Source: an optimization exercise on an open RTL-to-GDS flow (aim: small area, a short achievable clock period and few clock cycles per item). Production flows keep margins and buffers that such runs may drop.
Where RTL was checked, it was by simulation tests only, not by an equivalence proof against the original.

== P ==
Design fp_mul_sched_top, start of the top module:
module fp_mul_sched_top (
    input  logic         clk,
    input  logic         reset_n,
    input  logic [3:0]   req_valid,
    input  logic [127:0] req_x,
    input  logic [127:0] req_y,
    output logic [3:0]   req_ready,
    output logic         res_valid,
    input  logic         res_ready,
    output logic [1:0]   res_id,
    output logic [31:0]  res_data,
    output logic [4:0]   res_flags,
    output logic         busy
);
    fp_mul_sched #(
        .EXP  (8),
        .MAN  (23),
        .NREQ (4)
    ) u_sched (
        .clk       (clk),
        .reset_n   (reset_n),
        .req_valid (req_valid),
        .req_x     (req_x),
        .req_y     (req_y),
        .req_ready (req_ready),
        .res_valid (res_valid),
        .res_ready (res_ready),
        .res_id    (res_id),
        .res_data  (res_data),
        .res_flags (res_flags),
        .busy      (busy)
    );
endmodule
==> flow/config.mk <==
export PLATFORM = sky130hd
export DESIGN_NAME = fp_mul_sched_top
export DESIGN_NICKNAME = fp_mul_sched_top
export VERILOG_FILES = /design/flow/design.v
export SDC_FILE = /design/flow/constraint.sdc
export NUM_CORES = 4
export LEC_CHECK = 0
export CAP_MARGIN = 20
export CORE_MARGIN = 2
export CORE_UTILIZATION = 40
export SETUP_SLACK_MARGIN = 3.5
export SLEW_MARGIN = 20
export SYNTH_HIERARCHICAL = 1
==> flow/constraint.sdc <==
create_clock -name core_clock -period 10.5 [get_ports {clk}]
set_input_delay 2.1000 -clock core_clock [delete_from_list [all_inputs] [get_ports {clk}]]
set_output_delay 2.1000 -clock core_clock [all_outputs]
set_load 0.01 [all_outputs]
standard.sh (not shown) runs the stock make flow with config.mk's settings and CLKGATE_MAP_FILE= SYNTH_SCRIPT=/design/flow/synth_recipe.tcl, a recipe that flattens the netlist after the stock synthesis.
==> flow/flow/run.sh <==
#!/bin/bash
# Layout flow: the standard flow (standard.sh) with two changes after synthesis:
# the port buffers are the small sky130_fd_sc_hd__buf_1 instead of the delay cell
# buffer_ports picks by default, and timing repair may swap a cell for one with a
# different footprint (MATCH_CELL_FOOTPRINT=0), so those buffers can be resized.
# Synthesis is the standard one, unchanged. Each step's output goes to its own log here.
set -uo pipefail
bash standard.sh synth > synth.log 2>&1 || exit 1
bash standard.sh "BUFFER_PORTS_ARGS=-buffer_cell sky130_fd_sc_hd__buf_1" MATCH_CELL_FOOTPRINT=0 finish > layout.log 2>&1 || exit 1
Per the final summary, P finished and its layout is clean on timing, DRC and antenna.
Relative to P, the following input files were edited for S:
-- flow/config.mk --
<<< P, line 9
export CORE_MARGIN = 2
export CORE_UTILIZATION = 40
export SETUP_SLACK_MARGIN = 3.5
export SLEW_MARGIN = 20
export SYNTH_HIERARCHICAL = 1
>>> S, line 9
export CORE_MARGIN = 2
export CORE_UTILIZATION = 40
export SETUP_SLACK_MARGIN = 4.0
export SLEW_MARGIN = 20
export SYNTH_HIERARCHICAL = 1
--- outcome ---
Between S and P, it is S whose number of antenna violations at the first check in global routing is higher, by 2. Comparing S and P, the lower count of instances resized after the clock tree is built was measured on P. Critical path depth: P vs S, no meaningful difference. S reports a higher final critical-path setup slack than P does. Max number of vias in the routed layout across S and P: P. Summary — area added between synthesis and finish, S relative to P: higher, by 6.6 points. Changes observed in S relative to P: final worst hold slack lost 20 ps; non-clock buffer total of the final layout went up by 29.
No functional check of the RTL was part of any run of this note.


tundra:
Another version of the RTL of fp_mul_sched_top (not shown whole).
Size in the first run: roughly 2300 cells after synthesis, roughly 94 flip-flops.
==> flow/design.v (excerpt) <==
module fp_mul_sched_top (
    input  logic         clk,
    input  logic         reset_n,
    input  logic [3:0]   req_valid,
    input  logic [127:0] req_x,
    input  logic [127:0] req_y,
    output logic [3:0]   req_ready,
    output logic         res_valid,
    input  logic         res_ready,
    output logic [1:0]   res_id,
    output logic [31:0]  res_data,
    output logic [4:0]   res_flags,
    output logic         busy
);
==> flow/config.mk <==
export PLATFORM = sky130hd
export DESIGN_NAME = fp_mul_sched_top
export DESIGN_NICKNAME = fp_mul_sched_top
export VERILOG_FILES = /design/flow/design.v
export SDC_FILE = /design/flow/constraint.sdc
export NUM_CORES = 4
export LEC_CHECK = 0
export ABC_AREA = 1
export CAP_MARGIN = 20
export CORE_MARGIN = 2
export CORE_UTILIZATION = 40
export PLACE_DENSITY = 0.8
export SETUP_SLACK_MARGIN = 3.5
export SLEW_MARGIN = 20
export SYNTH_HIERARCHICAL = 1
==> flow/constraint.sdc <==
create_clock -name core_clock -period 10.5 [get_ports {clk}]
set_input_delay 2.1000 -clock core_clock [delete_from_list [all_inputs] [get_ports {clk}]]
set_output_delay 2.1000 -clock core_clock [all_outputs]
set_load 0.01 [all_outputs]
Scripts as last shown in full above: flow/flow/run.sh
tundra: all stages complete, timing, DRC and antenna checks passed
Testbench counts of tundra, summed over its fixed seeds: cycles 2,056, items 2,048.
What indigo does differently from tundra at the input level:
- clearing PLACE_DENSITY, which used to be 0.8
- clearing ABC_AREA, which used to be 1
Findings:
- Summary of the comparison: met2 track demand over resource is higher in indigo, relative to tundra.
Modified inputs, willow compared to indigo
- SETUP_SLACK_MARGIN changed from 3.5 to 3.0
## What came out
Compared with indigo, in willow number of clock buffers in the layout picked up an extra 2; total global routing track utilization went down 0.77 points.


Another version of the RTL of fp_mul_sched_top (not shown whole).
Size in the first run: roughly 2,200 cells after synthesis, about 310 I/O pins.
Design fp_mul_sched_top, start of the top module:
module fp_mul_sched_top (
    input  logic         clk,
    input  logic         reset_n,
    input  logic [3:0]   req_valid,
    input  logic [127:0] req_x,
    input  logic [127:0] req_y,
    output logic [3:0]   req_ready,
    output logic         res_valid,
    input  logic         res_ready,
    output logic [1:0]   res_id,
    output logic [31:0]  res_data,
    output logic [4:0]   res_flags,
    output logic         busy
);
clock: 10.5 ns
lec_check: 0
cap_margin: 20
core_margin: 2
core_utilization: 40
setup_slack_margin: 1.5
slew_margin: 20
run.sh (not shown) runs the stock make flow with config.mk's settings and CLKGATE_MAP_FILE= SYNTH_SCRIPT=/design/flow/synth_recipe.tcl, a recipe that flattens the netlist after the stock synthesis.
Stock flow here: none of the scripts above is used.
Then changed:
--- a/flow/config.mk
+++ b/flow/config.mk
@@ -7,0 +8 @@
+export ABC_AREA = 1
@@ -11 +11,0 @@
-export SETUP_SLACK_MARGIN = 1.5
After rerunning: The changed run went through all stages and came out clean; setup slack gets worse by 0.097 ns; first-iteration DRC count decreases by about 10%; synthesized area increases by 11%; wire length increases by 8.9%; cell area increases by 8.1%; flip-flop and latch count stays the same; via count increases by about 15%; synthesized cell count increases by about 33%; die area increases by 11%; utilization decreases by 1.2 points.
Function was not checked in any run of this note: the RTL went through the layout flow alone.


fp_mul_sched_top, a different RTL version from the one above (not shown whole).
Size: ~120 flip-flops, ~310 I/O pins, roughly 20000 um2 of cells after synthesis.
Settings: LEC_CHECK=0, ABC_AREA=1, CAP_MARGIN=5, CORE_MARGIN=2, CORE_UTILIZATION=40, CTS_BUF_LIST=sky130_fd_sc_hd__clkbuf_4 sky130_fd_sc_hd__clkbuf_8, PLACE_DENSITY=0.75, SETUP_SLACK_MARGIN=4.0, SLEW_MARGIN=5, SYNTH_HIERARCHICAL=1; clock period 10.5 ns.
standard.sh (not shown) runs the stock make flow with config.mk's settings and CLKGATE_MAP_FILE= SYNTH_SCRIPT=/design/flow/synth_recipe.tcl, a recipe that flattens the netlist after the stock synthesis.
Scripts as last shown in full above: flow/flow/run.sh
Testbench counts at the start, summed over its fixed seeds: cycles 2,056, items 2,048.
Then changed:
CAP_MARGIN = 20   (was 5)
CTS_BUF_LIST = unset   (was sky130_fd_sc_hd__clkbuf_4 sky130_fd_sc_hd__clkbuf_8)
GPL_ROUTABILITY_DRIVEN = 0   (was unset)
PLACE_DENSITY = unset   (was 0.75)
SLEW_MARGIN = 20   (was 5)
Outcome: The changed run produced a clean layout. First-iteration DRC count goes down by 6.1%. Setup slack got worse by 0.098 ns. Synthesized cell count stays the same. Die area stays the same. Cell count goes up by 1.2%. Wire length goes up by 8.9%. Clock-buffer cell count goes up by 2. Via count goes up by 2.6%. Synthesized area stays the same. Worst hold slack got worse by 0.0052 ns.
Then changed:
CORE_UTILIZATION = 55   (was 40)
CTS_BUF_LIST = sky130_fd_sc_hd__clkbuf_4 sky130_fd_sc_hd__clkbuf_8   (was unset)
GPL_ROUTABILITY_DRIVEN = unset   (was 0)
PLACE_DENSITY = 0.75   (was unset)
The changed run finished clean.
Routed wire length goes up by 0.92%.
Sequential share of layout area goes up by 0.36 points.
Core utilization goes up by 16 points.
Global-route usage goes up by 11 points.
Area after synthesis does not change.
Then changed:
CAP_MARGIN = 5   (was 20)
CORE_UTILIZATION = 40   (was 55)
CTS_BUF_LIST = unset   (was sky130_fd_sc_hd__clkbuf_4 sky130_fd_sc_hd__clkbuf_8)
PLACE_DENSITY = unset   (was 0.75)
SLEW_MARGIN = 5   (was 20)
=>
- fmax rises by about 2%
- final area grows by 2.6%
Then changed:
CAP_MARGIN = 20   (was 5)
CTS_BUF_LIST = sky130_fd_sc_hd__clkbuf_4 sky130_fd_sc_hd__clkbuf_8   (was unset)
PLACE_DENSITY = 0.75   (was unset)
SETUP_SLACK_MARGIN = 4.25   (was 4.0)
SLEW_MARGIN = 20   (was 5)
The changed run produced a clean layout. Routed wire length went up by about 3%. Cell count went up by about 1.2%. Critical path depth went up by 2. First-iteration DRC count went up by 58%. Core utilization went up by 1.0 points. Via count went up by about 6%. Global-route usage went down by 0.11 points. Worst hold slack is about the same. Die area stays the same.


fp_mul_sched_top again, from the RTL that the note above started with.
export LEC_CHECK = 0
export ABC_AREA = 1
export CAP_MARGIN = 20
export CORE_MARGIN = 2
export CORE_UTILIZATION = 40
export SETUP_SLACK_MARGIN = 4.0
export SLEW_MARGIN = 20
export SYNTH_HIERARCHICAL = 1
create_clock -name core_clock -period 10.5 [get_ports {clk}]
Scripts as last shown in full above: flow/flow/run.sh
The starting point finished clean.
Testbench counts at the start, summed over its fixed seeds: cycles 2,056, items 2,048.
Change:
PLACE_DENSITY = 0.82   (was unset)
Effect:
- The changed run produced a clean layout
- sequential share of layout area climbs by 0.36 points
- wire length drops by 5.7%
- sequential cell count does not change
- global-route usage drops by 2.1 points
- worst setup slack got worse by 0.045 ns
- final area drops by about 2.3%
- count of clock-buffer cells in the layout drops by 1
- final cell count drops by about 1.4%
Change:
CTS_BUF_LIST = sky130_fd_sc_hd__clkbuf_4 sky130_fd_sc_hd__clkbuf_8   (was unset)
PLACE_DENSITY = 0.75   (was 0.82)
Effect: Utilization decreases by 0.40 points; routed wire length drops by 2.1%; synthesized area stays the same; cell count hardly moves.
Change:
CTS_BUF_LIST = unset   (was sky130_fd_sc_hd__clkbuf_4 sky130_fd_sc_hd__clkbuf_8)
Outcome: Via count is higher by 1.3%. Final cell count is higher by 0.31%. Utilization is higher by 0.51 points. Flip-flop and latch count does not change. Die area is unchanged. Clock-buffer cell count is unchanged.

what the ideal ports hide:
No port has a modelled driver above. Below, the same layouts with a new extraction and two added sets of constraints.
Step 1 assumes that a clkbuf_16 drives the clock port and a buf_2 every other input.
Step 2 also shifts input and output timing later by t, the mid clock arrival at the registers, as if the neighbouring blocks saw the same clock.
a / b / c = no drivers / after step 1 / after step 2; a / b = the first two.
run | t (ns) | setup WS [ns] | worst setup path after step 2 | worst slew at a driven data input, ns
P | 0.444 | 3.577 / 3.573 / 3.129 | input to register | 0.11
S | 0.447 | 4.038 / 4.048 / 3.601 | input to register | 0.08
tundra | 0.419 | 3.571 / 3.603 / 3.184 | input to register | 0.08
indigo | 0.446 | 3.532 / 3.539 / 3.093 | input to register | 0.09
willow | 0.453 | 3.130 / 3.157 / 2.705 | input to register | 0.08
the first run of note 3 | 0.445 | 1.788 / 1.736 / 1.440 | input to register | 0.14
the second run of note 3 | 0.438 | 1.691 / 1.723 / 1.285 | input to register | 0.09
the first run of note 4 | 0.542 | 4.100 / 4.131 / 3.589 | input to register | 0.06
the second run of note 4 | 0.504 | 4.002 / 4.032 / 3.528 | input to register | 0.11
the third run of note 4 | 0.541 | 3.982 / 3.974 / 3.433 | input to register | 0.12
the fourth run of note 4 | 0.514 | 4.110 / 4.137 / 3.622 | input to register | 0.10
the fifth run of note 4 | 0.529 | 4.241 / 4.267 / 3.738 | input to register | 0.06
the first run of note 5 | 0.510 | 4.082 / 4.109 / 3.600 | input to register | 0.12
the second run of note 5 | 0.498 | 4.037 / 4.049 / 3.550 | input to register | 0.09
the third run of note 5 | 0.542 | 4.126 / 4.158 / 3.616 | input to register | 0.07
the fourth run of note 5 | 0.509 | 4.062 / 4.082 / 3.573 | input to register | 0.07
After both steps setup and hold are still met in every run listed. The setup slack of the third run of note 4, which loses most, moves by -0.008 ns with the drivers and by -0.549 ns with both steps.
